Context: an optimization exercise on an open-source flow, tuned for small area, a short achievable clock period and few clock cycles per item. The choices shown serve that exercise and are no tape-out recipe. Where RTL was checked, it was by simulation tests only, not by an equivalence proof against the original. Function not checked in run 1: the RTL went through the layout flow alone. No activity file was given, so power comes from the tool's default toggle rates.

[design/flow/config.mk]
export PLATFORM = sky130hd
export DESIGN_NAME = pointer_motion_scaler_unit
export DESIGN_NICKNAME = pointer_motion_scaler_unit
export VERILOG_FILES = /design/flow/design.v
export SDC_FILE = /design/flow/constraint.sdc
export NUM_CORES = 4
export LEC_CHECK = 0
export ABC_AREA = 1
export CAP_MARGIN = 20
export CORE_MARGIN = 2
export CORE_UTILIZATION = 40
export SETUP_SLACK_MARGIN = 5
export SLEW_MARGIN = 20
[design/flow/constraint.sdc]
create_clock -name core_clock -period 10.0 [get_ports {clk}]
set_input_delay 2.0000 -clock core_clock [delete_from_list [all_inputs] [get_ports {clk}]]
set_output_delay 2.0000 -clock core_clock [all_outputs]
set_load 0.01 [all_outputs]
[design/flow/design.v]
module pointer_motion_scaler_unit (
  input  logic               clk,
  input  logic               rst,
  input  logic               ev_valid,
  output logic               ev_ready,
  input  logic               ev_func,
  input  logic [2:0]         ev_event_kind,
  input  logic signed [15:0] ev_motion_value,
  input  logic               ev_sync_flag,
  input  logic [2:0]         ev_action,
  output logic               res_valid,
  input  logic               res_ready,
  output logic signed [15:0] res_scaled_value,
  output logic               res_keep_event
);
  function automatic logic [1:0] q0tab(input logic [6:0] x);
    case (x)
      7'd0: q0tab = 2'd1;
      7'd1: q0tab = 2'd1;
      7'd2: q0tab = 2'd0;
      7'd3: q0tab = 2'd0;
      7'd4: q0tab = 2'd0;
      7'd5: q0tab = 2'd0;
      7'd6: q0tab = 2'd2;
      7'd7: q0tab = 2'd2;
      7'd8: q0tab = 2'd1;
      7'd9: q0tab = 2'd1;
      7'd10: q0tab = 2'd0;
      7'd11: q0tab = 2'd0;
      7'd12: q0tab = 2'd0;
      7'd13: q0tab = 2'd0;
      7'd14: q0tab = 2'd0;
      7'd15: q0tab = 2'd2;
      7'd16: q0tab = 2'd1;
      7'd17: q0tab = 2'd0;
      7'd18: q0tab = 2'd0;
      7'd19: q0tab = 2'd0;
      7'd20: q0tab = 2'd0;
      7'd21: q0tab = 2'd0;
      7'd22: q0tab = 2'd0;
      7'd23: q0tab = 2'd2;
      7'd24: q0tab = 2'd1;
      7'd25: q0tab = 2'd0;
      7'd26: q0tab = 2'd0;
      7'd27: q0tab = 2'd0;
      7'd28: q0tab = 2'd0;
      7'd29: q0tab = 2'd0;
      7'd30: q0tab = 2'd0;
      7'd31: q0tab = 2'd0;
      7'd32: q0tab = 2'd1;
      7'd33: q0tab = 2'd0;
      7'd34: q0tab = 2'd0;
      7'd35: q0tab = 2'd0;
      7'd36: q0tab = 2'd0;
      7'd37: q0tab = 2'd0;
      7'd38: q0tab = 2'd0;
      7'd39: q0tab = 2'd0;
      7'd40: q0tab = 2'd1;
      7'd41: q0tab = 2'd0;
      7'd42: q0tab = 2'd0;
      7'd43: q0tab = 2'd0;
      7'd44: q0tab = 2'd0;
      7'd45: q0tab = 2'd0;
      7'd46: q0tab = 2'd0;
      7'd47: q0tab = 2'd0;
      7'd48: q0tab = 2'd1;
      7'd49: q0tab = 2'd0;
      7'd50: q0tab = 2'd0;
      7'd51: q0tab = 2'd0;
      7'd52: q0tab = 2'd0;
      7'd53: q0tab = 2'd0;
      7'd54: q0tab = 2'd0;
      7'd55: q0tab = 2'd0;
      7'd56: q0tab = 2'd1;
      7'd57: q0tab = 2'd0;
      7'd58: q0tab = 2'd0;
      7'd59: q0tab = 2'd0;
      7'd60: q0tab = 2'd0;
      7'd61: q0tab = 2'd0;
      7'd62: q0tab = 2'd0;
      7'd63: q0tab = 2'd0;
      7'd64: q0tab = 2'd1;
      7'd65: q0tab = 2'd1;
      7'd66: q0tab = 2'd1;
      7'd67: q0tab = 2'd1;
      7'd68: q0tab = 2'd2;
      7'd69: q0tab = 2'd2;
      7'd70: q0tab = 2'd2;
      7'd71: q0tab = 2'd2;
      7'd72: q0tab = 2'd1;
      7'd73: q0tab = 2'd1;
      7'd74: q0tab = 2'd1;
      7'd75: q0tab = 2'd0;
      7'd76: q0tab = 2'd0;
      7'd77: q0tab = 2'd2;
      7'd78: q0tab = 2'd2;
      7'd79: q0tab = 2'd2;
      7'd80: q0tab = 2'd1;
      7'd81: q0tab = 2'd1;
      7'd82: q0tab = 2'd1;
      7'd83: q0tab = 2'd0;
      7'd84: q0tab = 2'd0;
      7'd85: q0tab = 2'd0;
      7'd86: q0tab = 2'd2;
      7'd87: q0tab = 2'd2;
      7'd88: q0tab = 2'd1;
      7'd89: q0tab = 2'd1;
      7'd90: q0tab = 2'd1;
      7'd91: q0tab = 2'd0;
      7'd92: q0tab = 2'd0;
      7'd93: q0tab = 2'd0;
      7'd94: q0tab = 2'd2;
      7'd95: q0tab = 2'd2;
      7'd96: q0tab = 2'd1;
      7'd97: q0tab = 2'd1;
      7'd98: q0tab = 2'd0;
      7'd99: q0tab = 2'd0;
      7'd100: q0tab = 2'd0;
      7'd101: q0tab = 2'd0;
      7'd102: q0tab = 2'd2;
      7'd103: q0tab = 2'd2;
      7'd104: q0tab = 2'd1;
      7'd105: q0tab = 2'd0;
      7'd106: q0tab = 2'd0;
      7'd107: q0tab = 2'd0;
      7'd108: q0tab = 2'd0;
      7'd109: q0tab = 2'd0;
      7'd110: q0tab = 2'd0;
      7'd111: q0tab = 2'd2;
      7'd112: q0tab = 2'd1;
      7'd113: q0tab = 2'd0;
      7'd114: q0tab = 2'd0;
      7'd115: q0tab = 2'd0;
      7'd116: q0tab = 2'd0;
      7'd117: q0tab = 2'd0;
      7'd118: q0tab = 2'd0;
      7'd119: q0tab = 2'd0;
      7'd120: q0tab = 2'd1;
      7'd121: q0tab = 2'd0;
      7'd122: q0tab = 2'd0;
      7'd123: q0tab = 2'd0;
      7'd124: q0tab = 2'd0;
      7'd125: q0tab = 2'd0;
      7'd126: q0tab = 2'd0;
      7'd127: q0tab = 2'd0;
      default: q0tab = 2'd0;
    endcase
  endfunction
  function automatic logic [6:0] hbase(input logic [7:0] x);
    case (x)
      8'd0: hbase = 7'd0;
      8'd1: hbase = 7'd0;
      8'd2: hbase = 7'd0;
      8'd3: hbase = 7'd0;
      8'd4: hbase = 7'd0;
      8'd5: hbase = 7'd0;
      8'd6: hbase = 7'd0;
      8'd7: hbase = 7'd0;
      8'd8: hbase = 7'd0;
      8'd9: hbase = 7'd0;
      8'd10: hbase = 7'd0;
      8'd11: hbase = 7'd0;
      8'd12: hbase = 7'd0;
      8'd13: hbase = 7'd0;
      8'd14: hbase = 7'd0;
      8'd15: hbase = 7'd0;
      8'd16: hbase = 7'd0;
      8'd17: hbase = 7'd0;
      8'd18: hbase = 7'd0;
      8'd19: hbase = 7'd0;
      8'd20: hbase = 7'd0;
      8'd21: hbase = 7'd0;
      8'd22: hbase = 7'd0;
      8'd23: hbase = 7'd0;
      8'd24: hbase = 7'd0;
      8'd25: hbase = 7'd0;
      8'd26: hbase = 7'd0;
      8'd27: hbase = 7'd0;
      8'd28: hbase = 7'd0;
      8'd29: hbase = 7'd0;
      8'd30: hbase = 7'd0;
      8'd31: hbase = 7'd0;
      8'd32: hbase = 7'd1;
      8'd33: hbase = 7'd1;
      8'd34: hbase = 7'd1;
      8'd35: hbase = 7'd1;
      8'd36: hbase = 7'd1;
      8'd37: hbase = 7'd1;
      8'd38: hbase = 7'd1;
      8'd39: hbase = 7'd1;
      8'd40: hbase = 7'd1;
      8'd41: hbase = 7'd1;
      8'd42: hbase = 7'd1;
      8'd43: hbase = 7'd1;
      8'd44: hbase = 7'd1;
      8'd45: hbase = 7'd1;
      8'd46: hbase = 7'd1;
      8'd47: hbase = 7'd1;
      8'd48: hbase = 7'd1;
      8'd49: hbase = 7'd1;
      8'd50: hbase = 7'd1;
      8'd51: hbase = 7'd1;
      8'd52: hbase = 7'd1;
      8'd53: hbase = 7'd1;
      8'd54: hbase = 7'd1;
      8'd55: hbase = 7'd1;
      8'd56: hbase = 7'd1;
      8'd57: hbase = 7'd1;
      8'd58: hbase = 7'd1;
      8'd59: hbase = 7'd1;
      8'd60: hbase = 7'd1;
      8'd61: hbase = 7'd1;
      8'd62: hbase = 7'd1;
      8'd63: hbase = 7'd1;
      8'd64: hbase = 7'd0;
      8'd65: hbase = 7'd0;
      8'd66: hbase = 7'd0;
      8'd67: hbase = 7'd0;
      8'd68: hbase = 7'd123;
      8'd69: hbase = 7'd123;
      8'd70: hbase = 7'd123;
      8'd71: hbase = 7'd123;
      8'd72: hbase = 7'd118;
      8'd73: hbase = 7'd118;
      8'd74: hbase = 7'd118;
      8'd75: hbase = 7'd118;
      8'd76: hbase = 7'd113;
      8'd77: hbase = 7'd113;
      8'd78: hbase = 7'd113;
      8'd79: hbase = 7'd113;
      8'd80: hbase = 7'd108;
      8'd81: hbase = 7'd108;
      8'd82: hbase = 7'd108;
      8'd83: hbase = 7'd108;
      8'd84: hbase = 7'd0;
      8'd85: hbase = 7'd0;
      8'd86: hbase = 7'd0;
      8'd87: hbase = 7'd0;
      8'd88: hbase = 7'd0;
      8'd89: hbase = 7'd0;
      8'd90: hbase = 7'd0;
      8'd91: hbase = 7'd0;
      8'd92: hbase = 7'd0;
      8'd93: hbase = 7'd0;
      8'd94: hbase = 7'd0;
      8'd95: hbase = 7'd0;
      8'd96: hbase = 7'd1;
      8'd97: hbase = 7'd1;
      8'd98: hbase = 7'd1;
      8'd99: hbase = 7'd1;
      8'd100: hbase = 7'd6;
      8'd101: hbase = 7'd6;
      8'd102: hbase = 7'd6;
      8'd103: hbase = 7'd6;
      8'd104: hbase = 7'd11;
      8'd105: hbase = 7'd11;
      8'd106: hbase = 7'd11;
      8'd107: hbase = 7'd11;
      8'd108: hbase = 7'd16;
      8'd109: hbase = 7'd16;
      8'd110: hbase = 7'd16;
      8'd111: hbase = 7'd16;
      8'd112: hbase = 7'd21;
      8'd113: hbase = 7'd21;
      8'd114: hbase = 7'd21;
      8'd115: hbase = 7'd21;
      8'd116: hbase = 7'd1;
      8'd117: hbase = 7'd1;
      8'd118: hbase = 7'd1;
      8'd119: hbase = 7'd1;
      8'd120: hbase = 7'd1;
      8'd121: hbase = 7'd1;
      8'd122: hbase = 7'd1;
      8'd123: hbase = 7'd1;
      8'd124: hbase = 7'd1;
      8'd125: hbase = 7'd1;
      8'd126: hbase = 7'd1;
      8'd127: hbase = 7'd1;
      8'd128: hbase = 7'd0;
      8'd129: hbase = 7'd0;
      8'd130: hbase = 7'd0;
      8'd131: hbase = 7'd0;
      8'd132: hbase = 7'd125;
      8'd133: hbase = 7'd125;
      8'd134: hbase = 7'd125;
      8'd135: hbase = 7'd125;
      8'd136: hbase = 7'd122;
      8'd137: hbase = 7'd122;
      8'd138: hbase = 7'd122;
      8'd139: hbase = 7'd122;
      8'd140: hbase = 7'd119;
      8'd141: hbase = 7'd119;
      8'd142: hbase = 7'd119;
      8'd143: hbase = 7'd119;
      8'd144: hbase = 7'd116;
      8'd145: hbase = 7'd116;
      8'd146: hbase = 7'd116;
      8'd147: hbase = 7'd116;
      8'd148: hbase = 7'd0;
      8'd149: hbase = 7'd0;
      8'd150: hbase = 7'd0;
      8'd151: hbase = 7'd0;
      8'd152: hbase = 7'd0;
      8'd153: hbase = 7'd0;
      8'd154: hbase = 7'd0;
      8'd155: hbase = 7'd0;
      8'd156: hbase = 7'd0;
      8'd157: hbase = 7'd0;
      8'd158: hbase = 7'd0;
      8'd159: hbase = 7'd0;
      8'd160: hbase = 7'd1;
      8'd161: hbase = 7'd1;
      8'd162: hbase = 7'd1;
      8'd163: hbase = 7'd1;
      8'd164: hbase = 7'd4;
      8'd165: hbase = 7'd4;
      8'd166: hbase = 7'd4;
      8'd167: hbase = 7'd4;
      8'd168: hbase = 7'd7;
      8'd169: hbase = 7'd7;
      8'd170: hbase = 7'd7;
      8'd171: hbase = 7'd7;
      8'd172: hbase = 7'd10;
      8'd173: hbase = 7'd10;
      8'd174: hbase = 7'd10;
      8'd175: hbase = 7'd10;
      8'd176: hbase = 7'd13;
      8'd177: hbase = 7'd13;
      8'd178: hbase = 7'd13;
      8'd179: hbase = 7'd13;
      8'd180: hbase = 7'd1;
      8'd181: hbase = 7'd1;
      8'd182: hbase = 7'd1;
      8'd183: hbase = 7'd1;
      8'd184: hbase = 7'd1;
      8'd185: hbase = 7'd1;
      8'd186: hbase = 7'd1;
      8'd187: hbase = 7'd1;
      8'd188: hbase = 7'd1;
      8'd189: hbase = 7'd1;
      8'd190: hbase = 7'd1;
      8'd191: hbase = 7'd1;
      8'd192: hbase = 7'd0;
      8'd193: hbase = 7'd0;
      8'd194: hbase = 7'd127;
      8'd195: hbase = 7'd126;
      8'd196: hbase = 7'd125;
      8'd197: hbase = 7'd125;
      8'd198: hbase = 7'd124;
      8'd199: hbase = 7'd123;
      8'd200: hbase = 7'd122;
      8'd201: hbase = 7'd122;
      8'd202: hbase = 7'd121;
      8'd203: hbase = 7'd120;
      8'd204: hbase = 7'd119;
      8'd205: hbase = 7'd119;
      8'd206: hbase = 7'd118;
      8'd207: hbase = 7'd117;
      8'd208: hbase = 7'd116;
      8'd209: hbase = 7'd116;
      8'd210: hbase = 7'd115;
      8'd211: hbase = 7'd114;
      8'd212: hbase = 7'd0;
      8'd213: hbase = 7'd0;
      8'd214: hbase = 7'd127;
      8'd215: hbase = 7'd126;
      8'd216: hbase = 7'd0;
      8'd217: hbase = 7'd0;
      8'd218: hbase = 7'd127;
      8'd219: hbase = 7'd126;
      8'd220: hbase = 7'd0;
      8'd221: hbase = 7'd0;
      8'd222: hbase = 7'd127;
      8'd223: hbase = 7'd126;
      8'd224: hbase = 7'd1;
      8'd225: hbase = 7'd1;
      8'd226: hbase = 7'd2;
      8'd227: hbase = 7'd3;
      8'd228: hbase = 7'd4;
      8'd229: hbase = 7'd4;
      8'd230: hbase = 7'd5;
      8'd231: hbase = 7'd6;
      8'd232: hbase = 7'd7;
      8'd233: hbase = 7'd7;
      8'd234: hbase = 7'd8;
      8'd235: hbase = 7'd9;
      8'd236: hbase = 7'd10;
      8'd237: hbase = 7'd10;
      8'd238: hbase = 7'd11;
      8'd239: hbase = 7'd12;
      8'd240: hbase = 7'd13;
      8'd241: hbase = 7'd13;
      8'd242: hbase = 7'd14;
      8'd243: hbase = 7'd15;
      8'd244: hbase = 7'd1;
      8'd245: hbase = 7'd1;
      8'd246: hbase = 7'd2;
      8'd247: hbase = 7'd3;
      8'd248: hbase = 7'd1;
      8'd249: hbase = 7'd1;
      8'd250: hbase = 7'd2;
      8'd251: hbase = 7'd3;
      8'd252: hbase = 7'd1;
      8'd253: hbase = 7'd1;
      8'd254: hbase = 7'd2;
      8'd255: hbase = 7'd3;
      default: hbase = 7'd0;
    endcase
  endfunction
  function automatic logic [7:0] m15(input logic [5:0] x);
    m15[0] = x == 6'd0 || x == 6'd3 || x == 6'd6 || x == 6'd9 || x == 6'd12 || x == 6'd15 || x == 6'd18 || x == 6'd21 || x == 6'd24 || x == 6'd27 || x == 6'd30 || x == 6'd33 || x == 6'd36 || x == 6'd39 || x == 6'd42 || x == 6'd45 || x == 6'd48 || x == 6'd51 || x == 6'd54 || x == 6'd57 || x == 6'd60 || x == 6'd63;
    m15[1] = x == 6'd1 || x == 6'd4 || x == 6'd7 || x == 6'd10 || x == 6'd13 || x == 6'd16 || x == 6'd19 || x == 6'd22 || x == 6'd25 || x == 6'd28 || x == 6'd31 || x == 6'd34 || x == 6'd37 || x == 6'd40 || x == 6'd43 || x == 6'd46 || x == 6'd49 || x == 6'd52 || x == 6'd55 || x == 6'd58 || x == 6'd61;
    m15[2] = x == 6'd2 || x == 6'd5 || x == 6'd8 || x == 6'd11 || x == 6'd14 || x == 6'd17 || x == 6'd20 || x == 6'd23 || x == 6'd26 || x == 6'd29 || x == 6'd32 || x == 6'd35 || x == 6'd38 || x == 6'd41 || x == 6'd44 || x == 6'd47 || x == 6'd50 || x == 6'd53 || x == 6'd56 || x == 6'd59 || x == 6'd62;
    m15[3] = x == 6'd0 || x == 6'd5 || x == 6'd10 || x == 6'd15 || x == 6'd20 || x == 6'd25 || x == 6'd30 || x == 6'd35 || x == 6'd40 || x == 6'd45 || x == 6'd50 || x == 6'd55 || x == 6'd60;
    m15[4] = x == 6'd1 || x == 6'd6 || x == 6'd11 || x == 6'd16 || x == 6'd21 || x == 6'd26 || x == 6'd31 || x == 6'd36 || x == 6'd41 || x == 6'd46 || x == 6'd51 || x == 6'd56 || x == 6'd61;
    m15[5] = x == 6'd2 || x == 6'd7 || x == 6'd12 || x == 6'd17 || x == 6'd22 || x == 6'd27 || x == 6'd32 || x == 6'd37 || x == 6'd42 || x == 6'd47 || x == 6'd52 || x == 6'd57 || x == 6'd62;
    m15[6] = x == 6'd3 || x == 6'd8 || x == 6'd13 || x == 6'd18 || x == 6'd23 || x == 6'd28 || x == 6'd33 || x == 6'd38 || x == 6'd43 || x == 6'd48 || x == 6'd53 || x == 6'd58 || x == 6'd63;
    m15[7] = x == 6'd4 || x == 6'd9 || x == 6'd14 || x == 6'd19 || x == 6'd24 || x == 6'd29 || x == 6'd34 || x == 6'd39 || x == 6'd44 || x == 6'd49 || x == 6'd54 || x == 6'd59;
  endfunction
  function automatic logic [2:0] oh3d(input logic [1:0] x);    
    oh3d = {x == 2'd2, x == 2'd1, x == 2'd0 || x == 2'd3};
  endfunction
  function automatic logic [2:0] add3oh(input logic [2:0] a, input logic [2:0] b);
    add3oh[0] = (a[0] & b[0]) | (a[1] & b[2]) | (a[2] & b[1]);
    add3oh[1] = (a[0] & b[1]) | (a[1] & b[0]) | (a[2] & b[2]);
    add3oh[2] = (a[0] & b[2]) | (a[2] & b[0]) | (a[1] & b[1]);
  endfunction
  function automatic logic [4:0] oh5n(input logic [3:0] x);    
    oh5n[0] = x == 4'd0 || x == 4'd5 || x == 4'd10 || x == 4'd15;
    oh5n[1] = x == 4'd1 || x == 4'd6 || x == 4'd11;
    oh5n[2] = x == 4'd2 || x == 4'd7 || x == 4'd12;
    oh5n[3] = x == 4'd3 || x == 4'd8 || x == 4'd13;
    oh5n[4] = x == 4'd4 || x == 4'd9 || x == 4'd14;
  endfunction
  function automatic logic [4:0] add5oh(input logic [4:0] a, input logic [4:0] b);
    for (int j = 0; j < 5; j++) begin
      add5oh[j] = 1'b0;
      for (int i = 0; i < 5; i++) add5oh[j] = add5oh[j] | (a[i] & b[(j - i + 5) % 5]);
    end
  endfunction
  logic [2:0]  mouse_level, scroll_level;
  logic        inv_h, inv_v;
  logic [1:0]  clow0, clow1, clow2, clow3;
  logic [2:0]  cdig2, cdig3;    
  logic        csgn0, csgn1, csgn2, csgn3;
  localparam logic [1:0] D1 = 2'd0, D3 = 2'd1, D5 = 2'd2, D20 = 2'd3;
  logic               r_valid, r_evt, r_kf, r_scale, r_sig, r_q0z, r_q0m1;
  logic [5:0]         r_ns;
  logic [2:0]         r_msel;   
  logic               r_lneg;   
  logic               r_clrm, r_clrs;
  logic [1:0]         r_axis, r_k, r_dcl;
  logic signed [15:0] r_v;
  logic              m_valid;
  logic [17:0]       m_a1;
  logic [6:0]        m_hb;
  logic [5:0]        m_st;
  logic              m_d1, m_sig, m_kf;
  logic              o_valid;
  logic signed [15:0] o_value;
  logic              o_keep;
  logic o_free, r_adv, r_ld, accept, accept1;
  logic full_m, full_r, full_p;
  logic o_valid_d, m_valid_d, r_valid_d;
  assign o_free   = res_ready || !o_valid;
  assign r_adv    = res_ready || !full_m;
  assign ev_ready = res_ready || !full_p;
  assign r_ld     = res_ready || !full_r;
  assign accept   = ev_valid && ev_ready;
  always_comb begin
    r_valid_d = r_ld ? accept : r_valid;
    m_valid_d = r_adv ? (r_valid && r_evt) : m_valid;
    o_valid_d = o_free ? m_valid : o_valid;
  end
  always_ff @(posedge clk) begin
    if (rst) begin
      full_m <= 1'b0;
      full_r <= 1'b0;
      full_p <= 1'b0;
    end else begin
      full_m <= o_valid_d && m_valid_d;
      full_r <= o_valid_d && m_valid_d && r_valid_d;
      full_p <= m_valid_d;
    end
  end
  assign accept1  = r_valid && r_adv;
  logic       scale0, wheel0, sig0;
  logic [3:0] code;
  logic [1:0] k0, dcl0;
  logic [2:0] msel0;
  logic       lneg0;
  logic [1:0] qt;
  always_comb begin
    scale0 = !ev_event_kind[2];
    wheel0 = scale0 && ev_event_kind[1];
    sig0   = wheel0 && (ev_event_kind[0] ? inv_v : inv_h);
    if (!scale0)      code = 4'd2;
    else if (!wheel0) code = {1'b0, mouse_level};
    else              code = {1'b1, scroll_level};
    case (code)
      4'd0:    begin k0 = 2'd1; dcl0 = D1;  msel0 = 3'd0; lneg0 = 1'b0; end  
      4'd1:    begin k0 = 2'd2; dcl0 = D1;  msel0 = 3'd2; lneg0 = 1'b1; end  
      4'd2:    begin k0 = 2'd0; dcl0 = D1;  msel0 = 3'd0; lneg0 = 1'b0; end  
      4'd3:    begin k0 = 2'd2; dcl0 = D1;  msel0 = 3'd3; lneg0 = 1'b0; end  
      4'd4:    begin k0 = 2'd1; dcl0 = D1;  msel0 = 3'd2; lneg0 = 1'b0; end  
      4'd5:    begin k0 = 2'd2; dcl0 = D1;  msel0 = 3'd5; lneg0 = 1'b1; end  
      4'd8:    begin k0 = 2'd2; dcl0 = D1;  msel0 = 3'd0; lneg0 = 1'b0; end  
      4'd9:    begin k0 = 2'd0; dcl0 = D3;  msel0 = 3'd3; lneg0 = 1'b0; end  
      4'd10:   begin k0 = 2'd2; dcl0 = D20; msel0 = 3'd6; lneg0 = 1'b1; end  
      4'd11:   begin k0 = 2'd0; dcl0 = D5;  msel0 = 3'd4; lneg0 = 1'b0; end  
      4'd12:   begin k0 = 2'd1; dcl0 = D1;  msel0 = 3'd0; lneg0 = 1'b0; end  
      4'd13:   begin k0 = 2'd0; dcl0 = D1;  msel0 = 3'd0; lneg0 = 1'b0; end  
      4'd15:   begin k0 = 2'd0; dcl0 = D1;  msel0 = 3'd2; lneg0 = 1'b0; end  
      default: begin k0 = 2'd0; dcl0 = D1;  msel0 = 3'd1; lneg0 = 1'b0; end  
    endcase
    qt = q0tab({code, ev_motion_value[2:0]});
  end
  logic [5:0] ns0;
  assign ns0 = 6'(ev_motion_value[3:0]) + 6'(ev_motion_value[7:4]) + 6'(ev_motion_value[11:8]) +
               6'(ev_motion_value[14:12]) + 6'({3{ev_motion_value[15]}});
  always_ff @(posedge clk) begin
    if (rst) begin
      mouse_level  <= 3'd4;
      scroll_level <= 3'd2;
      inv_h        <= 1'b0;
      inv_v        <= 1'b0;
    end else if (accept && ev_func) begin
      case (ev_action)
        3'd0: inv_v <= !inv_v;
        3'd1: inv_h <= !inv_h;
        3'd2: if (mouse_level != 3'd6) mouse_level <= mouse_level + 3'd1;
        3'd3: if (mouse_level != 3'd0) mouse_level <= mouse_level - 3'd1;
        3'd4: if (scroll_level != 3'd7) scroll_level <= scroll_level + 3'd1;
        3'd5: if (scroll_level != 3'd0) scroll_level <= scroll_level - 3'd1;
        default: ;
      endcase
    end
  end
  always_ff @(posedge clk) begin
    if (rst) r_valid <= 1'b0;
    else if (r_ld) r_valid <= accept;
    if (r_ld) begin
      r_evt   <= !ev_func;
      r_clrm  <= ev_func && (ev_action == 3'd2 || ev_action == 3'd3);
      r_clrs  <= ev_func && (ev_action == 3'd4 || ev_action == 3'd5);
      r_kf    <= !scale0 || ev_sync_flag;
      r_scale <= scale0;
      r_sig   <= sig0;
      r_axis  <= ev_event_kind[1:0];
      r_k     <= k0;
      r_dcl   <= dcl0;
      r_msel  <= msel0;
      r_lneg  <= lneg0;
      r_ns    <= ns0;
      r_q0z   <= (ev_motion_value[15:3] == 13'd0) && qt[0];
      r_q0m1  <= (ev_motion_value[15:3] == {13{1'b1}}) && qt[1];
      r_v     <= ev_motion_value;
    end
  end
  logic signed [15:0] v;
  logic [1:0]  k, dcl;
  logic        chain, sig, nu;
  assign v     = r_v;
  assign k     = r_k;
  assign dcl   = r_dcl;
  assign chain = (dcl != D1);
  assign sig   = r_sig;
  assign nu    = sig ^ chain;
  logic signed [20:0] vx, x1, x2, x3, prod;
  logic [17:0] z;
  assign vx = 21'(v);
  always_comb begin
    x1 = vx; x2 = '0; x3 = '0;
    case (r_msel)
      3'd1: x1 = vx <<< 1;                              
      3'd2: x2 = vx <<< 1;                              
      3'd3: x2 = vx <<< 2;                              
      3'd4: begin x1 = vx <<< 1; x2 = vx <<< 2; end     
      3'd5: begin x1 = vx <<< 3; x2 = ~vx; end          
      3'd6: begin x2 = vx <<< 2; x3 = vx <<< 4; end     
      default: ;                                        
    endcase
    prod = x1 + x2 + x3 + 21'(r_msel == 3'd5);
    case (k)
      2'd1:    z = prod[18:1];
      2'd2:    z = prod[19:2];
      default: z = prod[17:0];
    endcase
  end
  logic [4:0] r, u5;
  logic [2:0] rb;
  logic [1:0] low, l;
  logic [7:0] m15v;
  logic [2:0] r_v3;
  logic [4:0] r_v5;
  always_comb begin
    m15v = m15(r_ns);
    r_v3 = m15v[2:0];
    r_v5 = m15v[7:3];
    u5 = {r_v5[3], r_v5[1], r_v5[4], r_v5[2], r_v5[0]};    
    case (dcl)
      D3:  r = {2'b00, r_v3};
      D5:  r = {r_v5[2], r_v5[4], r_v5[1], r_v5[3], r_v5[0]};    
      D20: case (l)                                               
             2'd0:    r = u5;
             2'd1:    r = {u5[3:0], u5[4]};
             2'd2:    r = {u5[2:0], u5[4:3]};
             default: r = {u5[1:0], u5[4:2]};
           endcase
      default: r = 5'b00001;
    endcase
  end
  assign rb  = {r[4], r[3] | r[2], r[3] | r[1]};
  assign low = r_lneg ? {v[1] ^ v[0], v[0]} : v[1:0];
  assign l   = {v[1] ^ v[0], v[0]};
  logic q0z, q0m1, q0m2;
  assign q0z  = r_q0z;
  assign q0m1 = r_q0m1;
  assign q0m2 = v[15] && !r_q0m1;
  logic [1:0] clow;
  logic [4:0] cdig;
  logic       csgn;
  logic [2:0] ls;
  logic [1:0] nlow;
  logic       k1;
  logic [4:0] cd5, s5;
  logic [2:0] cd3, s3;
  logic [4:0] ndig;
  logic [2:0] ndigb;
  logic       w5, w3, wrap, nz, nneg, nsg;
  always_comb begin
    case (r_axis)
      2'd0:    begin clow = clow0; cdig = 5'b00001; csgn = csgn0; end
      2'd1:    begin clow = clow1; cdig = 5'b00001; csgn = csgn1; end
      2'd2:    begin clow = clow2; cdig = 5'b00001 << cdig2; csgn = csgn2; end
      default: begin clow = clow3; cdig = 5'b00001 << cdig3; csgn = csgn3; end
    endcase
    ls = 3'(low) + 3'(clow);
    case (k)
      2'd1:    begin k1 = low[0] & clow[0]; nlow = {1'b0, low[0] ^ clow[0]}; end
      2'd2:    begin k1 = ls[2]; nlow = ls[1:0]; end
      default: begin k1 = 1'b0;  nlow = 2'd0; end
    endcase
    cd5 = k1 ? {cdig[3:0], cdig[4]} : cdig;
    s5  = add5oh(r, cd5);
    w5  = (k1 & cdig[4]);
    for (int i = 0; i < 5; i++)
      for (int m = 0; m < 5; m++)
        if (i + m >= 5) w5 = w5 | (r[i] & cd5[m]);
    cd3 = k1 ? {cdig[1:0], cdig[2]} : cdig[2:0];
    s3  = add3oh(r[2:0], cd3);
    w3  = (k1 & cdig[2]) | (r[1] & cd3[2]) | (r[2] & cd3[1]) | (r[2] & cd3[2]);
    case (dcl)
      D3:      begin ndig = {2'b00, s3}; wrap = w3; end
      D5, D20: begin ndig = s5;          wrap = w5; end
      default: begin ndig = 5'b00001;    wrap = k1; end
    endcase
    ndigb = {ndig[4], ndig[3] | ndig[2], ndig[3] | ndig[1]};
    nz   = (nlow != 2'd0) || !ndig[0];
    nneg = q0m2 || (q0m1 && !(wrap && !csgn)) || (q0z && csgn && !wrap);
    nsg  = nneg && nz;
  end
  logic [6:0] hb;
  logic [5:0] st;
  logic       am1, ap1, ap2;
  always_comb begin
    hb  = r_scale ? hbase({dcl, nu, rb, l}) : 7'd0;
    am1 = r_scale && !wrap && csgn && !nsg;
    ap2 = r_scale && wrap && !csgn && nsg;
    ap1 = r_scale && ((wrap || nsg) && !csgn && !ap2 || (wrap && csgn && nsg));
    case ({chain, nu})
      2'b00:   st = am1 ? -6'sd1  : ap1 ?  6'sd1  : ap2 ?  6'sd2  : 6'sd0;
      2'b01:   st = am1 ?  6'sd1  : ap1 ? -6'sd1  : ap2 ? -6'sd2  : 6'sd0;
      2'b10:   st = am1 ? -6'sd15 : ap1 ?  6'sd15 : ap2 ?  6'sd30 : 6'sd0;
      default: st = am1 ?  6'sd15 : ap1 ? -6'sd15 : ap2 ? -6'sd30 : 6'sd0;
    endcase
  end
  always_ff @(posedge clk) begin
    if (rst) begin
      clow0 <= '0; clow1 <= '0; clow2 <= '0; clow3 <= '0;
      cdig2 <= 3'd0; cdig3 <= 3'd0;
      csgn0 <= 1'b0; csgn1 <= 1'b0; csgn2 <= 1'b0; csgn3 <= 1'b0;
    end else if (accept1) begin
      if (r_clrm) begin
        clow0 <= '0; clow1 <= '0; csgn0 <= 1'b0; csgn1 <= 1'b0;
      end
      if (r_clrs) begin
        clow2 <= '0; clow3 <= '0; csgn2 <= 1'b0; csgn3 <= 1'b0;
        cdig2 <= 3'd0; cdig3 <= 3'd0;
      end
      if (r_evt && r_scale) begin
        case (r_axis)
          2'd0: begin clow0 <= nlow; csgn0 <= nsg; end
          2'd1: begin clow1 <= nlow; csgn1 <= nsg; end
          2'd2: begin clow2 <= nlow; cdig2 <= ndigb; csgn2 <= nsg; end
          default: begin clow3 <= nlow; cdig3 <= ndigb; csgn3 <= nsg; end
        endcase
      end
    end
  end
  always_ff @(posedge clk) begin
    if (rst) m_valid <= 1'b0;
    else if (r_adv) m_valid <= r_valid && r_evt;
    if (r_adv) begin
      m_a1   <= z ^ {18{nu}};
      m_hb   <= hb;
      m_st   <= st;
      m_d1   <= !chain;
      m_sig  <= sig;
      m_kf   <= r_kf;
    end
  end
  logic [17:0] sa;
  logic [14:0] sb;
  logic signed [15:0] ys;
  always_comb begin
    sa = m_a1 + {{11{m_hb[6]}}, m_hb} + {{12{m_st[5]}}, m_st};
    sb = sa[14:0] + (sa[14:0] << 4);
    if (!sa[17] && sa[16:15] != 2'b00)       ys = 16'sh7fff;
    else if (sa[17] && sa[16:15] != 2'b11)   ys = m_sig ? 16'sh8001 : 16'sh8000;
    else if (m_sig && sa[15:0] == 16'h8000)  ys = 16'sh8001;
    else                                     ys = sa[15:0];
  end
  logic [14:0] sc;
  logic signed [15:0] yc;
  logic        yz;
  always_comb begin
    sc = sb + (sb << 8);
    yc = m_d1 ? ys : {sc[14], sc};
    yz = (sa[14:0] == 15'd0) && (!m_d1 || sa[17:15] == 3'd0);
  end
  always_ff @(posedge clk) begin
    if (rst) o_valid <= 1'b0;
    else if (o_free) o_valid <= m_valid;
    if (o_free) begin
      o_value <= yc;
      o_keep  <= m_kf || !yz;
    end
  end
  assign res_valid        = o_valid;
  assign res_scaled_value = o_value;
  assign res_keep_event   = o_keep;
endmodule
[design/flow/run.sh]
#!/bin/bash
# synth_recipe.tcl (not shown) runs the flow's synth.tcl, then flattens the netlist and writes it again
# the make line also repeats each setting of config.mk as NAME=value (left out here)
make -C /OpenROAD-flow-scripts/flow DESIGN_CONFIG=/design/flow/config.mk WORK_HOME=/design/flow/orfs CLKGATE_MAP_FILE= SYNTH_SCRIPT=/design/flow/synth_recipe.tcl finish
==> impl_results.md, run 1 <==
- Initial antenna violation count: 0
- Power Internal: 2.423 mW
- Top cell by count, worst path: fa_1
- Post-route DRC: 0
- CP max stage cell: fa_1
- Final Setup Violations: 0
- First-pass GRT wire length: 49.76 mm
- Fin. max-slew vios: 0
- Total CTS buffers: 17
- Ports: 47
- TritonCTS clock tree: built
- Pin count of the biggest net entering global routing: 42
- CP endpoint kind: flop
- WL/cell: 14.64 um
- Iter 0 DRT Violations: 895
- P per Cell Area: 336.8 nW/um2
- Rows: 62
- Port bufs: 46
- Sw Ratio: 46.91%
- Hold Crit Start: inv_v$_SDFFE_PP0P_
- Proportion of layout cells with a drive suffix above 1: 7.967%
- RSZ-0062 raised after global routing: yes
- Type of the most critical hold path: flop to flop
- GRT Util Overall: 19.84%
- Top delay family on crit path: adder cells
- Total grt overflow: 0
- Sw Pwr: 2.141 mW
- Leading cell type in the layout, fill and taps excluded: nand2_1
- Seq pwr share: 16.7%
- H-tree depth: 4
- Mapped Area: 11760 um2
- First-pass iteration count of the detailed router: 6
- CP max FO: 3
- Die area: 30790 um2
- Root Buffer: clkbuf_16
- Slew HR: 34.43%
- Die width: 175.5 um
- Starting Density: 40.76%
- Fmax: 0.1995 GHz
- Fin crit share: 50.13%
- Gate power share: 70.2%
- Clock power frac: 13.1%
- CP required: 10.16 ns
- Post-synthesis mux area share: 0.09573%
- Synth Area in Simple Gates: 24.33%
- Detailed placement HPWL: 23.90 mm
- Vias in the first global route: 10080
- Routed WL: 30.25 mm
- Routability Congestion: 0.9036
- Setup crit start: m_st[1]$_DFFE_PN_
- Clk sinks: 120
- Startpoint Class: flop
- Hold Fails Final Rpt: 0
- Critical path type: flop to flop
- Via count: 10690
- Synth Area in Adders: 17.64%
- Antenna diodes: 0
- Clock skew: 0.01074 ns
- CP max stage delay: 0.53 ns
- Net count reported at finish: 1834
- Worst EP arrival: 5.17 ns
- Synth Area in XOR/XNOR: 4.914%
- Setup slack after layout: 4.987 ns
- Seq/Total Area, Yosys: 28.00%
- Tightest Pin Transition: 0.9805 ns
- Pre-CTS setup slack: 4.564 ns
- Syn avg cell area: 7.315 um2
- Post-synth cell types: 46
- Synth-to-Final Area Change: 15.19%
- Synth Area in Compound Gates: 16.01%
- Clk latency of the worst-skew pair: 0.42 ns
- Total negative setup slack: 0 ns
- Min Clock Period, post-route: 5.013 ns
- Clock Path Buffers: 2
- Reg-to-Reg Start: m_st[1]$_DFFE_PN_
- Max-capacitance violation count: 0
- Number of vias per cell: 5.173
- Worst VDD drop: 0.4009 mV
- Yosys reg bits: 120
- Async SR Flop Fraction: 0%
- Commonest non-fill, non-tap cells in the layout: nand2_1, inv_1, nor2_1
- Status: timing/DRC/antenna clean
- Synth Flop Type: edfxtp_1
- Leakage Power: 6.454 nW
- Reg2Reg Setup Slack: 4.99 ns
- Combinational family with the most area after synthesis: simple AND/OR/NAND/NOR gates
- YS warnings: 1
- Reg clk slew, reported paths: 0.06 ns
- Buf/Inv on CP: 4
- Post-synth net total: 1773
- Mapped Cells: 1608
- EDFF count, synth: 89
- Core footprint: 28860 um2
- Chip height: 175.5 um
- Post-DRT Antenna Nets: 0
==> worst paths after layout <==
path         cells after the start                     to
max                             25  o_value[14]$_DFFE_PN_
min                              1     inv_v$_SDFFE_PP0P_
max reg2reg                     25  o_value[14]$_DFFE_PN_
min reg2reg                      1     inv_v$_SDFFE_PP0P_
==> Yosys cell counts (2+ instances only) <==
cell         n  area, um2
nand2_1    395       1483
or2_2       11      68.82
inv_2        4      15.01
dfxtp_1     31      620.6
a31oi_1      8      50.05
nor4_1       9      56.30
buf_2        5      25.02
o211ai_1    16      120.1
o21ai_1      5      25.02
buf_6        3      33.78
ha_1        89       1114
o21bai_1     3      22.52
clkbuf_1    20      75.07
nand2_2      4      25.02
nand3_1     94      470.5
edfxtp_1    89       2673
a211oi_1     2      15.01
o31ai_1      2      15.01
inv_1      240      900.9
a21boi_0     2      15.01
a221oi_1     8      70.07
a21o_1       3      22.52
nor2_4       3      33.78
a32oi_1      2      17.52
a22oi_1     12      90.09
xnor2_1     17      148.9
o22ai_1     32      200.2
xor2_1      49      429.2
nand3b_1     2      15.01
o21ai_2      3      26.28
nor3_1      16      80.08
o2111ai_1    4      35.03
nand4_1     12      75.07
o221ai_1     6      52.55
nor2_1     127      476.7
nand3_2      3      30.03
fa_1        48      960.9
nor2_2       6      37.54
a21oi_1    125      625.6
o21ai_0     92      460.4
==> sequential cells by signal (all words and copies together), names as in the netlist, 2 cells and up <==
register / count
m_a1: 18
o_value: 16
r_v: 16
m_hb: 6
r_ns: 6
m_st: 5
cdig2: 3
cdig3: 3
mouse_level: 3
r_msel: 3
scroll_level: 3
clow0: 2
clow1: 2
clow2: 2
clow3: 2
r_axis: 2
r_dcl: 2
r_k: 2
==> logic make-up after synthesis <==
group                      after synthesis
and+or+nand+nor                        683
adders and majority gates              137
AOI/OAI and AO/OA                      327
buffers and inverters                  274
xor gates and xnor gates                66
DFF                                    120
muxes                                    1
==> final cells by class <==
cell class | instances | area, um2
Clock inverter | 13 | 105.1
Clock buffer | 19 | 475.5
Fill cell | 2891 | 15310
Tap cell | 384 | 480.5
Sequential cell | 120 | 3293
Timing Repair Buffer | 72 | 654.4
Multi-Input combinational cell | 1214 | 7621
Inverter | 244 | 919.6
==> metal layers <==
metal | global-route usage (%) | vias to the layer above | share of wire (%)
met1 | 26.92 | 4869 | 47
met4 | 5.682 | 0 | 2.1
met5 | 0 | - | 0
met2 | 33.30 | 284 | 47
met3 | 2.424 | 39 | 4.0
li1 | - | 5496 | -
==> power by group through the flow <==
stage	registers [mW]	logic [mW]	clock network, mW
floorplan	0.778	2.04	0
global placement	0.779	2.62	0
detailed placement	0.780	2.64	0
CTS	0.767	2.78	0.609
global route	0.778	3.59	0.633
finish	0.763	3.20	0.597
==> timing repair <==
item / in CTS / in global routing
hold endpoints to repair: 0 / 0
gates resized for setup: 19 / 32
setup buffers: 6 / 14
hold buffers: 0 / 0
endpoints found under the setup margin: 8 / 10
pin swaps: 4 / 27
==> stage by stage <==
stage	std cells	instance area [um2]	total power, mW	hold slack [ns]	utilization (%)
2_1_floorplan	1608	11770	2.816	0.4003	-
3_3_place_gp	2014	12610	3.396	0.4428	43.70
3_5_place_dp	2014	12610	3.421	0.4491	43.70
4_1_cts	2052	13310	4.161	0.4566	46.12
5_1_grt	2066	13550	5.004	0.4821	46.95
6_report	2066	13550	4.563	0.4529	46.95
==> inputs of run 2 (changes only) <==
--- a/design/flow/design.v
+++ b/design/flow/design.v
@@ -454,6 +454,5 @@
   logic              m_valid;
   logic [17:0]       m_a1;
-  logic [6:0]        m_hb;
-  logic [5:0]        m_st;
+  logic [6:0]        m_h;
   logic              m_d1, m_sig, m_kf;
   logic              o_valid;
@@ -704,6 +703,5 @@
     if (r_adv) begin
       m_a1   <= z ^ {18{nu}};
-      m_hb   <= hb;
-      m_st   <= st;
+      m_h    <= hb + {st[5], st};
       m_d1   <= !chain;
       m_sig  <= sig;
@@ -715,5 +713,5 @@
   logic signed [15:0] ys;
   always_comb begin
-    sa = m_a1 + {{11{m_hb[6]}}, m_hb} + {{12{m_st[5]}}, m_st};
+    sa = m_a1 + {{11{m_h[6]}}, m_h};
     sb = sa[14:0] + (sa[14:0] << 4);
     if (!sa[17] && sa[16:15] != 2'b00)       ys = 16'sh7fff;
==> run 2 against run 1 <==
Net effect: routed wire length increased by 3.8%; critical path depth decreased by 14; area after synthesis decreased by 2.1%; largest cell class unchanged; hold slack improved by 0.013 ns; register-to-register slack improved by 0.28 ns; non-clock buffer count increased by 4; sequential share of layout area decreased by 0.39 points; utilization decreased by 0.47 points.
==> impl_results.md, run 2 <==
- Die width: 173.6 um (was 175.5 um)
- Antenna diodes: 0 (unchanged)
- Pre-CTS setup slack: 4.579 ns (was 4.564 ns)
- Largest register FFs: 18 (unchanged)
- Startpoint Class: primary input (was flop)
- Die area: 30150 um2 (was 30790 um2)
- GRT Util Overall: 20.53% (was 19.84%)
- Count leader, synth: nand2_1 (unchanged)
- Total grt overflow: 0 (unchanged)
- Core footprint: 28550 um2 (was 28860 um2)
- Critical path type: primary input to flop (was flop to flop)
- Cell Area, Placed: 12360 um2 (was 12610 um2)
- Starting Density: 40.32% (was 40.76%)
- Type of the most critical hold path: flop to flop (unchanged)
- YS warnings: 1 (unchanged)
- Synth Flop Type: edfxtp_1 (unchanged)
- Root Buffer: clkbuf_16 (unchanged)
- H-tree depth: 4 (unchanged)
- Leading cell type in the layout, fill and taps excluded: nand2_1 (unchanged)
- Worst VDD drop: 0.3559 mV (was 0.4009 mV)
- Ports: 47 (unchanged)
- Async SR Flop Fraction: 0% (unchanged)
- Status: timing/DRC/antenna clean (unchanged)
- Slew HR: 35.79% (was 34.43%)
- Regs by FF count: m_a1: 18 flops, o_value: 16 flops, r_v: 16 flops (unchanged)
- Min Clock Period, post-route: 4.924 ns (was 5.013 ns)
- Total negative setup slack: 0 ns (unchanged)
- Iter 0 DRT Violations: 1039 (was 895)
- Via count: 10930 (was 10690)
- Number of vias per cell: 5.336 (was 5.173)
- Rows: 62 (unchanged)
- Synth top cells by count: nand2_1, inv_1, a21oi_1 (was nand2_1, inv_1, nor2_1)
- Post-synth top area cell: edfxtp_1 (unchanged)
- Fin area: 13270 um2 (was 13550 um2)
- Post-route DRC: 0 (unchanged)
- Mapped Cells: 1584 (was 1608)
- Hold Worst Slack: 0.4662 ns (was 0.4529 ns)
- Top cell type's share of synthesized area: 22.18% (was 22.72%)
- Max-capacitance violation count: 0 (unchanged)
- CP required: 10.16 ns (about the same)
- CP max FO: 5 (was 3)
- RSZ-0062 raised after global routing: no (was yes)
- Post-synth net total: 1740 (was 1773)
- Tightest Pin Transition: 0.9543 ns (was 0.9805 ns)
- Post-DRT Antenna Nets: 0 (unchanged)
- Total CTS buffers: 17 (unchanged)
- Yosys reg bits: 116 (was 120)
- Clk latency of the worst-skew pair: 0.41 ns (was 0.42 ns)
- Seq/Total Area, Yosys: 27.57% (was 28.00%)
- WL/cell: 15.32 um (was 14.64 um)
- First-pass iteration count of the detailed router: 6 (unchanged)
- Mapped Area: 11510 um2 (was 11760 um2)
- Commonest non-fill, non-tap cells in the layout: nand2_1, inv_1, a21oi_1 (was nand2_1, inv_1, nor2_1)
- Clk sinks: 116 (was 120)
- Routability Congestion: 0.9449 (was 0.9036)
- CP endpoint kind: flop (unchanged)
- Synth-to-Final Area Change: 15.28% (was 15.19%)
- Reg with most FFs: m_a1 (unchanged)
- Synth area leaders: edfxtp_1, nand2_1, ha_1 (unchanged)
- Detailed placement HPWL: 24.26 mm (was 23.90 mm)
- Port bufs: 46 (unchanged)
- Worst EP arrival: 5.08 ns (was 5.17 ns)
- Clock skew: 0.01528 ns (was 0.01074 ns)
- Fin. max-slew vios: 0 (unchanged)
- Hold Fails Final Rpt: 0 (unchanged)
- Vias in the first global route: 10160 (was 10080)
- Fmax: 0.2031 GHz (was 0.1995 GHz)
- Leakage Power: 6.167 nW (was 6.454 nW)
- Pin count of the biggest net entering global routing: 42 (unchanged)
- Fin crit share: 49.24% (was 50.13%)
- P per Cell Area: 332.0 nW/um2 (was 336.8 nW/um2)
- Final Setup Violations: 0 (unchanged)
- Chip height: 173.6 um (was 175.5 um)
- Clock Path Buffers: 2 (unchanged)
- Fin util: 46.48% (was 46.95%)
- Net count reported at finish: 1807 (was 1834)
- Proportion of layout cells with a drive suffix above 1: 9.255% (was 7.967%)
- Setup slack after layout: 5.076 ns (was 4.987 ns)
- First-pass GRT wire length: 50.49 mm (was 49.76 mm)
- TritonCTS clock tree: built (unchanged)
- Initial antenna violation count: 0 (unchanged)
- Routed WL: 31.38 mm (was 30.25 mm)
- Syn avg cell area: 7.266 um2 (was 7.315 um2)
- EDFF count, synth: 85 (was 89)
- Post-synth cell types: 58 (was 46)
- Reg clk slew, reported paths: 0.06 ns (about the same)
==> run 2: path summary, 6_finish.rpt <==
check	from	endpoint	slack, ns	cells after the start
worst min register to register	csgn3$_SDFFE_PP0P_	csgn3$_SDFFE_PP0P_	0.47	2
worst min-delay path	csgn3$_SDFFE_PP0P_	csgn3$_SDFFE_PP0P_	0.47	2
worst max-delay path	ev_motion_value[0]	r_ns[5]$_DFFE_PN_	5.08	11
worst max register to register	r_axis[1]$_DFFE_PN_	m_h[5]$_DFFE_PN_	5.27	29
==> run 2: per-stage QoR <==
step                cells  total power, mW
global route         2048            4.870
CTS                  2027            4.341
floorplan            1584            3.073
global placement     1991            3.714
detailed placement   1991            3.733
finish               2048            4.405
==> run 2: area by class of cell <==
cell class,instances,area (um2)
Clock inverter,15,128.9
Inverter,234,889.6
Tap cell,384,480.5
Multi-Input combinational cell,1206,7481
Timing Repair Buffer,76,690.7
Sequential cell,116,3173
Clock buffer,17,425.4
Fill cell,2922,15280
==> run 2: layer usage <==
metal  GRT usage (%)  vias up  routed length, um
li1                -     5465                  -
met1           28.15     5035              14430
met2           34.10      392              14520
met3           2.829       36               1936
met4           5.497        0                500
met5               0        -                  0
==> run 2: cell families after synthesis <==
group,count (synthesis),synth area share [%]
AOI/OAI and AO/OA,339,17.26
xor gates and xnor gates,76,5.783
adders and majority gates,128,16.00
buffers and inverters,263,8.849
DFF,116,27.57
and+or+nand+nor,662,24.54
==> run 2: critical path, stage by stage <==
cell             delay, ns
clkdlybuf4s50_1       0.54
fa_1                  0.49
fa_1                  0.51
inv_1                 0.05
fa_1                  0.42
inv_1                 0.07
ha_1                  0.17
inv_1                 0.07
fa_1                  0.46
o21ai_0               0.22
xor2_1                0.08
==> run 2: repair_timing <==
action	CTS	global route
hold buffers	0	0
gates resized for setup	8	45
pin swaps	1	12
hold endpoints to repair	0	0
cloned	0	1
setup endpoints to repair	9	16
buffers inserted	4	20
==> run 2: where the power goes <==
group	internal (mW)	switching, mW	total (mW)
clock network	0.343	0.239	0.582
logic	1.21	1.85	3.06
registers	0.696	0.0670	0.763
Testbench counts of run 2, summed over its fixed seeds: cycles 8,012, items 8,000.
==> inputs of run 3 (changes only) <==
--- a/design/flow/config.mk
+++ b/design/flow/config.mk
@@ -10,4 +10,6 @@
 export CORE_MARGIN = 2
 export CORE_UTILIZATION = 40
+export CTS_BUF_LIST = sky130_fd_sc_hd__clkbuf_8
+export CTS_CLUSTER_SIZE = 50
 export SETUP_SLACK_MARGIN = 5
 export SLEW_MARGIN = 20
==> run 3 against run 2 <==
Net effect: via count fell by 0.16%; largest cell class unchanged; sequential share of layout area rose by 0.40 points; flip-flop and latch count did not move; sequential power barely moved; critical endpoint unchanged; still clean on timing, DRC and antenna; clock-buffer cell count did not move; first-iteration DRC count rose by 4.9%.
==> impl_results.md, run 3 <==
- Min Clock Period, post-route: 4.890 ns (was 4.924 ns)
- Synth top cells by count: nand2_1, inv_1, a21oi_1 (unchanged)
- Synth area leaders: edfxtp_1, nand2_1, ha_1 (unchanged)
- CP max stage delay: 0.54 ns (about the same)
- CP max stage cell: clkdlybuf4s50_1 (unchanged)
- Fin crit share: 48.90% (was 49.24%)
- Top cell type's share of synthesized area: 22.18% (unchanged)
- Hold Worst Slack: 0.4682 ns (was 0.4662 ns)
- Post-synth top area cell: edfxtp_1 (unchanged)
- Clock skew: 0.02152 ns (was 0.01528 ns)
- Die width: 173.6 um (unchanged)
- Register area: 3173 um2 (unchanged)
- Initial antenna violation count: 0 (unchanged)
- First-pass GRT wire length: 50.35 mm (was 50.49 mm)
- Leading cell type in the layout, fill and taps excluded: nand2_1 (unchanged)
- Tightest Pin Transition: 0.9742 ns (was 0.9543 ns)
- Setup slack after layout: 5.110 ns (was 5.076 ns)
- Proportion of layout cells with a drive suffix above 1: 9.020% (was 9.255%)
- Antenna diodes: 0 (unchanged)
- Regs by FF count: m_a1: 18 flops, o_value: 16 flops, r_v: 16 flops (unchanged)
- Number of vias per cell: 5.330 (was 5.336)
- CP max FO: 5 (unchanged)
- RSZ-0062 raised after global routing: yes (was no)
- Total negative setup slack: 0 ns (unchanged)
- Chip height: 173.6 um (unchanged)
- Hold Fails Final Rpt: 0 (unchanged)
- Iter 0 DRT Violations: 1090 (was 1039)
- Core footprint: 28550 um2 (unchanged)
- GRT Util Overall: 20.45% (was 20.53%)
- CP endpoint kind: flop (unchanged)
- First-pass iteration count of the detailed router: 8 (was 6)
- Top delay family on crit path: adder cells (unchanged)
- Critical path type: primary input to flop (unchanged)
- Syn avg cell area: 7.266 um2 (unchanged)
- Async SR Flop Fraction: 0% (unchanged)
- Hold-fix buffers, CTS: 0 (unchanged)
- Count leader, synth: nand2_1 (unchanged)
- Fin. max-slew vios: 0 (unchanged)
- Detailed placement HPWL: 24.26 mm (unchanged)
- Routability Congestion: 0.9449 (unchanged)
- TritonCTS clock tree: built (unchanged)
- Post-route DRC: 0 (unchanged)
- Total CTS buffers: 17 (unchanged)
- Hold path cells: 2 (unchanged)
- Rows: 62 (unchanged)
- Routed WL: 31.29 mm (was 31.38 mm)
- Fin util: 45.72% (was 46.48%)
- Clk sinks: 116 (unchanged)
- Type of the most critical hold path: flop to flop (unchanged)
- CP required: 10.19 ns (was 10.16 ns)
- Synth Flop Type: edfxtp_1 (unchanged)
- EDFF count, synth: 85 (unchanged)
- Slew HR: 34.46% (was 35.79%)
- Largest register FFs: 18 (unchanged)
- Port bufs: 46 (unchanged)
- Post-DRT Antenna Nets: 0 (unchanged)
- H-tree depth: 4 (unchanged)
- Ports: 47 (unchanged)
- Fmax: 0.2045 GHz (was 0.2031 GHz)
- Pin count of the biggest net entering global routing: 42 (unchanged)
- Mapped Area: 11510 um2 (unchanged)
- Worst VDD drop: 0.3561 mV (was 0.3559 mV)
- Clock Path Buffers: 2 (unchanged)
- Multi-input gate area: 7466 um2 (was 7481 um2)
- Depth of the worst register-to-register path: 29 (unchanged)
- Fillers: 2949 (was 2922)
- Post-synth net total: 1740 (unchanged)
- Status: timing/DRC/antenna clean (unchanged)
- Startpoint Class: primary input (unchanged)
- Reg with most FFs: m_a1 (unchanged)
- Root Buffer: clkbuf_8 (was clkbuf_16)
- Top cell by count, worst path: fa_1 (unchanged)
- Final Setup Violations: 0 (unchanged)
- Net count reported at finish: 1806 (was 1807)
- Seq/Total Area, Yosys: 27.57% (unchanged)
- Synth-to-Final Area Change: 13.39% (was 15.28%)
- Mapped Cells: 1584 (unchanged)
- Max-capacitance violation count: 0 (unchanged)
- Via count: 10910 (was 10930)
- Reg clk slew, reported paths: 0.08 ns (was 0.06 ns)
- Worst path depth: 11 (unchanged)
- Pre-CTS setup slack: 4.579 ns (unchanged)
- Clk latency of the worst-skew pair: 0.44 ns (was 0.41 ns)
- Total grt overflow: 0 (unchanged)
- YS warnings: 1 (unchanged)
- Buf/Inv on CP: 4 (unchanged)
- Worst EP arrival: 5.08 ns (about the same)
- Die area: 30150 um2 (unchanged)
- P per Cell Area: 324.6 nW/um2 (was 332.0 nW/um2)
- CP Cell Sequence: clkdlybuf4s50_1 > fa_1 > fa_1 > inv_1 > fa_1 > inv_1 > ha_1 > inv_1 > fa_1 > o21ai_0 > xor2_1 (unchanged)
- Starting Density: 40.32% (unchanged)
- WL/cell: 15.29 um (was 15.32 um)
- Leakage Power: 6.058 nW (was 6.167 nW)
- Post-synth cell types: 58 (unchanged)
- Commonest non-fill, non-tap cells in the layout: nand2_1, inv_1, a21oi_1 (unchanged)
- Vias in the first global route: 10150 (was 10160)
- Yosys reg bits: 116 (unchanged)
==> run 3: metal layers <==
metal	routed length [um]	vias to the layer above	global-route usage, %
li1	-	5466	-
met5	0	-	0
met3	1684	46	2.610
met2	14370	371	33.83
met4	646	0	5.637
met1	14590	5027	28.23
==> run 3: stage by stage <==
stage | std cells | power, mW | area (um2)
floorplan | 1584 | 3.073 | 11510
global placement | 1991 | 3.714 | 12360
detailed placement | 1991 | 3.733 | 12360
CTS | 2027 | 4.175 | 12770
global route | 2047 | 4.697 | 13050
finish | 2047 | 4.237 | 13050
==> run 3: final timing paths <==
path / startpoint / endpoint / slack, ns
worst max-delay path: ev_motion_value[0] / r_ns[5]$_DFFE_PN_ / 5.11
worst min-delay path: csgn3$_SDFFE_PP0P_ / csgn3$_SDFFE_PP0P_ / 0.47
worst max register to register: r_axis[0]$_DFFE_PN_ / m_h[5]$_DFFE_PN_ / 5.32
worst min register to register: csgn3$_SDFFE_PP0P_ / csgn3$_SDFFE_PP0P_ / 0.47
==> run 3: repair_timing <==
action                     4_1_cts  5_1_grt
resized for setup                8       40
buffers inserted                 4       19
pin swaps                        1        7
setup endpoints to repair        9       16
hold endpoints to repair         0        0
gates cloned                     0        1
==> run 3: worst min-delay path: cells and delay by family, from the launching register on <==
kind | cells | cell delay (ns)
flops | 1 | 0.31
simple gates | 1 | 0.06
compound gates | 1 | 0.06
==> run 3: final cells by class <==
class                   instances  area share (%)
inverters                     234           6.816
multi-input cells            1206           57.20
clock inverters                15          0.9874
flip-flops and latches        116           24.31
clock buffers                  17           1.793
repair buffers                 75           5.206
well taps                     384           3.681
==> run 3: kinds of logic (layout without fill, tap and decap cells) <==
kind of cell	Yosys count	after routing	share of synthesized area, %
fa+ha+maj	128	128	16.00
xor+xnor	76	76	5.783
buf+inv	263	341	8.849
compound gates	339	339	17.26
flops	116	116	27.57
simple gates	662	663	24.54
==> run 3: where the power goes <==
part	total, mW	leakage, nW	switching [mW]	internal (mW)
logic	3.06	4.70	1.85	1.20
clock network	0.416	0.191	0.219	0.198
registers	0.762	1.17	0.0669	0.695
==> inputs of run 4 (changes only) <==
--- a/design/flow/config.mk
+++ b/design/flow/config.mk
@@ -11,5 +11,5 @@
 export CORE_UTILIZATION = 40
 export CTS_BUF_LIST = sky130_fd_sc_hd__clkbuf_8
-export CTS_CLUSTER_SIZE = 50
 export SETUP_SLACK_MARGIN = 5
 export SLEW_MARGIN = 20
+export TNS_END_PERCENT = 10
==> run 4 against run 3 <==
Net effect: cell count decreased by 0.34%; non-clock buffer count decreased by 7; first-iteration DRC count decreased by 4.1%; combinational power about the same; still clean; global-route usage decreased by 0.052 points; largest power group unchanged; flip-flop and latch count unchanged.
==> impl_results.md, run 4 <==
- Yosys reg bits: 116 (unchanged)
- Detailed placement HPWL: 24.26 mm (unchanged)
- Mapped Cells: 1584 (unchanged)
- RSZ-0062 raised after global routing: yes (unchanged)
- Worst EP arrival: 5.13 ns (was 5.08 ns)
- YS warnings: 1 (unchanged)
- Root Buffer: clkbuf_8 (unchanged)
- Die width: 173.6 um (unchanged)
- Async SR Flop Fraction: 0% (unchanged)
- Post-DRT Antenna Nets: 0 (unchanged)
- Final Setup Violations: 0 (unchanged)
- Pre-CTS setup slack: 4.579 ns (unchanged)
- Tot Pwr: 4.222 mW (was 4.237 mW)
- Largest register FFs: 18 (unchanged)
- Leakage Power: 6.033 nW (was 6.058 nW)
- Cell Area, Placed: 12360 um2 (unchanged)
- Starting Density: 40.32% (unchanged)
- Post-synth top area cell: edfxtp_1 (unchanged)
- Core footprint: 28550 um2 (unchanged)
- Die area: 30150 um2 (unchanged)
- Rows: 62 (unchanged)
- Antenna diodes: 0 (unchanged)
- Pin count of the biggest net entering global routing: 42 (unchanged)
- Type of the most critical hold path: flop to flop (unchanged)
- CP endpoint kind: flop (unchanged)
- Leading cell type in the layout, fill and taps excluded: nand2_1 (unchanged)
- Post-route DRC: 0 (unchanged)
- Regs by FF count: m_a1: 18 flops, o_value: 16 flops, r_v: 16 flops (unchanged)
- Reg clk slew, reported paths: 0.08 ns (about the same)
- Fmax: 0.2026 GHz (was 0.2045 GHz)
- First-pass iteration count of the detailed router: 5 (was 8)
- Total negative setup slack: 0 ns (unchanged)
- EDFF count, synth: 85 (unchanged)
- Startpoint Class: primary input (unchanged)
- Via count: 10880 (was 10910)
- Critical path type: primary input to flop (unchanged)
- Status: timing/DRC/antenna clean (unchanged)
- Clock Path Buffers: 2 (unchanged)
- Fin area: 12990 um2 (was 13050 um2)
- Vias in the first global route: 10110 (was 10150)
- Total grt overflow: 0 (unchanged)
- First-pass GRT wire length: 50.20 mm (was 50.35 mm)
- Seq/Total Area, Yosys: 27.57% (unchanged)
- Port bufs: 46 (unchanged)
- Fin. max-slew vios: 0 (unchanged)
- Routed WL: 31.26 mm (was 31.29 mm)
- Hold-fix buffers, CTS: 0 (unchanged)
- Synth top cells by count: nand2_1, inv_1, a21oi_1 (unchanged)
- Initial antenna violation count: 0 (unchanged)
- Iter 0 DRT Violations: 1045 (was 1090)
- P per Cell Area: 325.0 nW/um2 (was 324.6 nW/um2)
- Min Clock Period, post-route: 4.935 ns (was 4.890 ns)
- Hold Fails Final Rpt: 0 (unchanged)
- Clock skew: 0.02010 ns (was 0.02152 ns)
- Clk sinks: 116 (unchanged)
- Post-route non-filler standard cell count: 2040 (was 2047)
- Routability Congestion: 0.9449 (unchanged)
- TritonCTS clock tree: built (unchanged)
- Hold Worst Slack: 0.4681 ns (was 0.4682 ns)
- Net count reported at finish: 1799 (was 1806)
- Fin crit share: 49.35% (was 48.90%)
- Top cell type's share of synthesized area: 22.18% (unchanged)
- Fin util: 45.50% (was 45.72%)
- Post-synth cell types: 58 (unchanged)
- Post-synth net total: 1740 (unchanged)
- Commonest non-fill, non-tap cells in the layout: nand2_1, inv_1, a21oi_1 (unchanged)
- Synth-to-Final Area Change: 12.85% (was 13.39%)
- Reg with most FFs: m_a1 (unchanged)
- Clk latency of the worst-skew pair: 0.44 ns (about the same)
- Syn avg cell area: 7.266 um2 (unchanged)
- Tightest Pin Transition: 0.9842 ns (was 0.9742 ns)
- Count leader, synth: nand2_1 (unchanged)
- Synth Flop Type: edfxtp_1 (unchanged)
- Proportion of layout cells with a drive suffix above 1: 8.514% (was 9.020%)
- Number of vias per cell: 5.331 (was 5.330)
- Total CTS buffers: 17 (unchanged)
- H-tree depth: 4 (unchanged)
- Max-capacitance violation count: 0 (unchanged)
- Worst VDD drop: 0.3560 mV (was 0.3561 mV)
- Slew HR: 33.78% (was 34.46%)
- CP max FO: 6 (was 5)
- Post-Place Cells: 1991 (unchanged)
- Synth area leaders: edfxtp_1, nand2_1, ha_1 (unchanged)
- WL/cell: 15.33 um (was 15.29 um)
- CP required: 10.19 ns (about the same)
- Mapped Area: 11510 um2 (unchanged)
- Setup slack after layout: 5.065 ns (was 5.110 ns)
- GRT Util Overall: 20.40% (was 20.45%)
- Ports: 47 (unchanged)
- Chip height: 173.6 um (unchanged)
[run 4: cell counts after synthesis]
No cell type changed its count.
[run 4: path summary, 6_finish.rpt]
path | startpoint | endpoint | slack (ns) | depth (start not counted)
setup / recovery | ev_motion_value[1] | r_ns[5]$_DFFE_PN_ | 5.07 | 11
hold / removal | clow3[0]$_SDFFE_PP0P_ | clow3[0]$_SDFFE_PP0P_ | 0.47 | 2
setup reg to reg | r_v[1]$_DFFE_PN_ | m_h[5]$_DFFE_PN_ | 5.21 | 27
hold reg to reg | clow3[0]$_SDFFE_PP0P_ | clow3[0]$_SDFFE_PP0P_ | 0.47 | 2
[run 4: what timing repair did]
| action | 4_1_cts | 5_1_grt |
|---|---|---|
| pin swaps | 0 | 5 |
| setup endpoints to repair | 9 | 18 |
| buffers inserted | 1 | 15 |
| gates cloned | 0 | 1 |
| gates resized for setup | 3 | 42 |
[run 4: per-layer routing]
metal / global-route usage [%] / vias to the layer above / routed length (um)
met4: 5.637 / 0 / 595
met3: 2.610 / 39 / 1784
li1: - / 5444 / -
met1: 28.13 / 5012 / 14490
met5: 0 / - / 0
met2: 33.77 / 381 / 14390
[run 4: cell type report]
cell class                      count  area (um2)
Sequential cell                   116        3173
Timing Repair Buffer               68       624.3
Tap cell                          384       480.5
Clock buffer                       17       234.0
Multi-Input combinational cell   1206        7462
Fill cell                        2969       15560
Inverter                          234       885.9
Clock inverter                     15       128.9
[run 4: critical path: stages]
cell and delay [ns]:
clkdlybuf4s50_1 0.55, fa_1 0.55, fa_1 0.49, inv_1 0.05, fa_1 0.43, inv_1 0.07
ha_1 0.16, inv_1 0.07, fa_1 0.46, o21ai_0 0.22, xor2_1 0.08
[run 4: logic make-up (layout without fill, tap and decap cells)]
logic type | Yosys count | count (layout) | share of synthesized area (%)
buffers and inverters | 263 | 334 | 8.849
adder cells (fa/ha/maj) | 128 | 128 | 16.00
AO/OA/AOI/OAI | 339 | 339 | 17.26
flip-flops | 116 | 116 | 27.57
AND/OR/NAND/NOR | 662 | 663 | 24.54
XOR/XNOR | 76 | 76 | 5.783
[run 4: report_power, final]
part	internal [mW]	switching, mW	total, mW
clock	0.198	0.219	0.417
sequential	0.695	0.0672	0.762
combinational	1.20	1.85	3.04
total	2.09	2.13	4.22

re-timing with driven ports:
No port has a modelled driver above. Below, the same layouts with a new extraction and two added sets of constraints.
Step 1, drivers: a clkbuf_16 drives clk and a buf_2 each remaining input, both assumed.
Step 2 moves the port delays by t, midway between the first and last clock arrival at a register: inputs arrive t later, outputs are due t later. That takes back most of the time a late clock gives input paths.
Three values: ideal, step 1, step 2; two values: the first two.
| run | t, ns | setup WS [ns] | worst hold slack (ns) | worst register clock-pin slew, ns | worst slew at a driven data input, ns |
|---|---|---|---|---|---|
| run 1 | 0.455 | 4.987 / 4.987 / 4.756 | 0.453 / 0.453 / 0.453 | 0.06 / 0.06 | 0.03 |
| run 2 | 0.446 | 5.076 / 5.092 / 4.651 | 0.466 / 0.466 / 0.466 | 0.06 / 0.06 | 0.04 |
| run 3 | 0.474 | 5.110 / 5.091 / 4.660 | 0.468 / 0.468 / 0.468 | 0.09 / 0.09 | 0.04 |
| run 4 | 0.475 | 5.065 / 5.045 / 4.615 | 0.468 / 0.468 / 0.468 | 0.08 / 0.08 | 0.04 |
After both steps setup and hold are still met in every run listed.
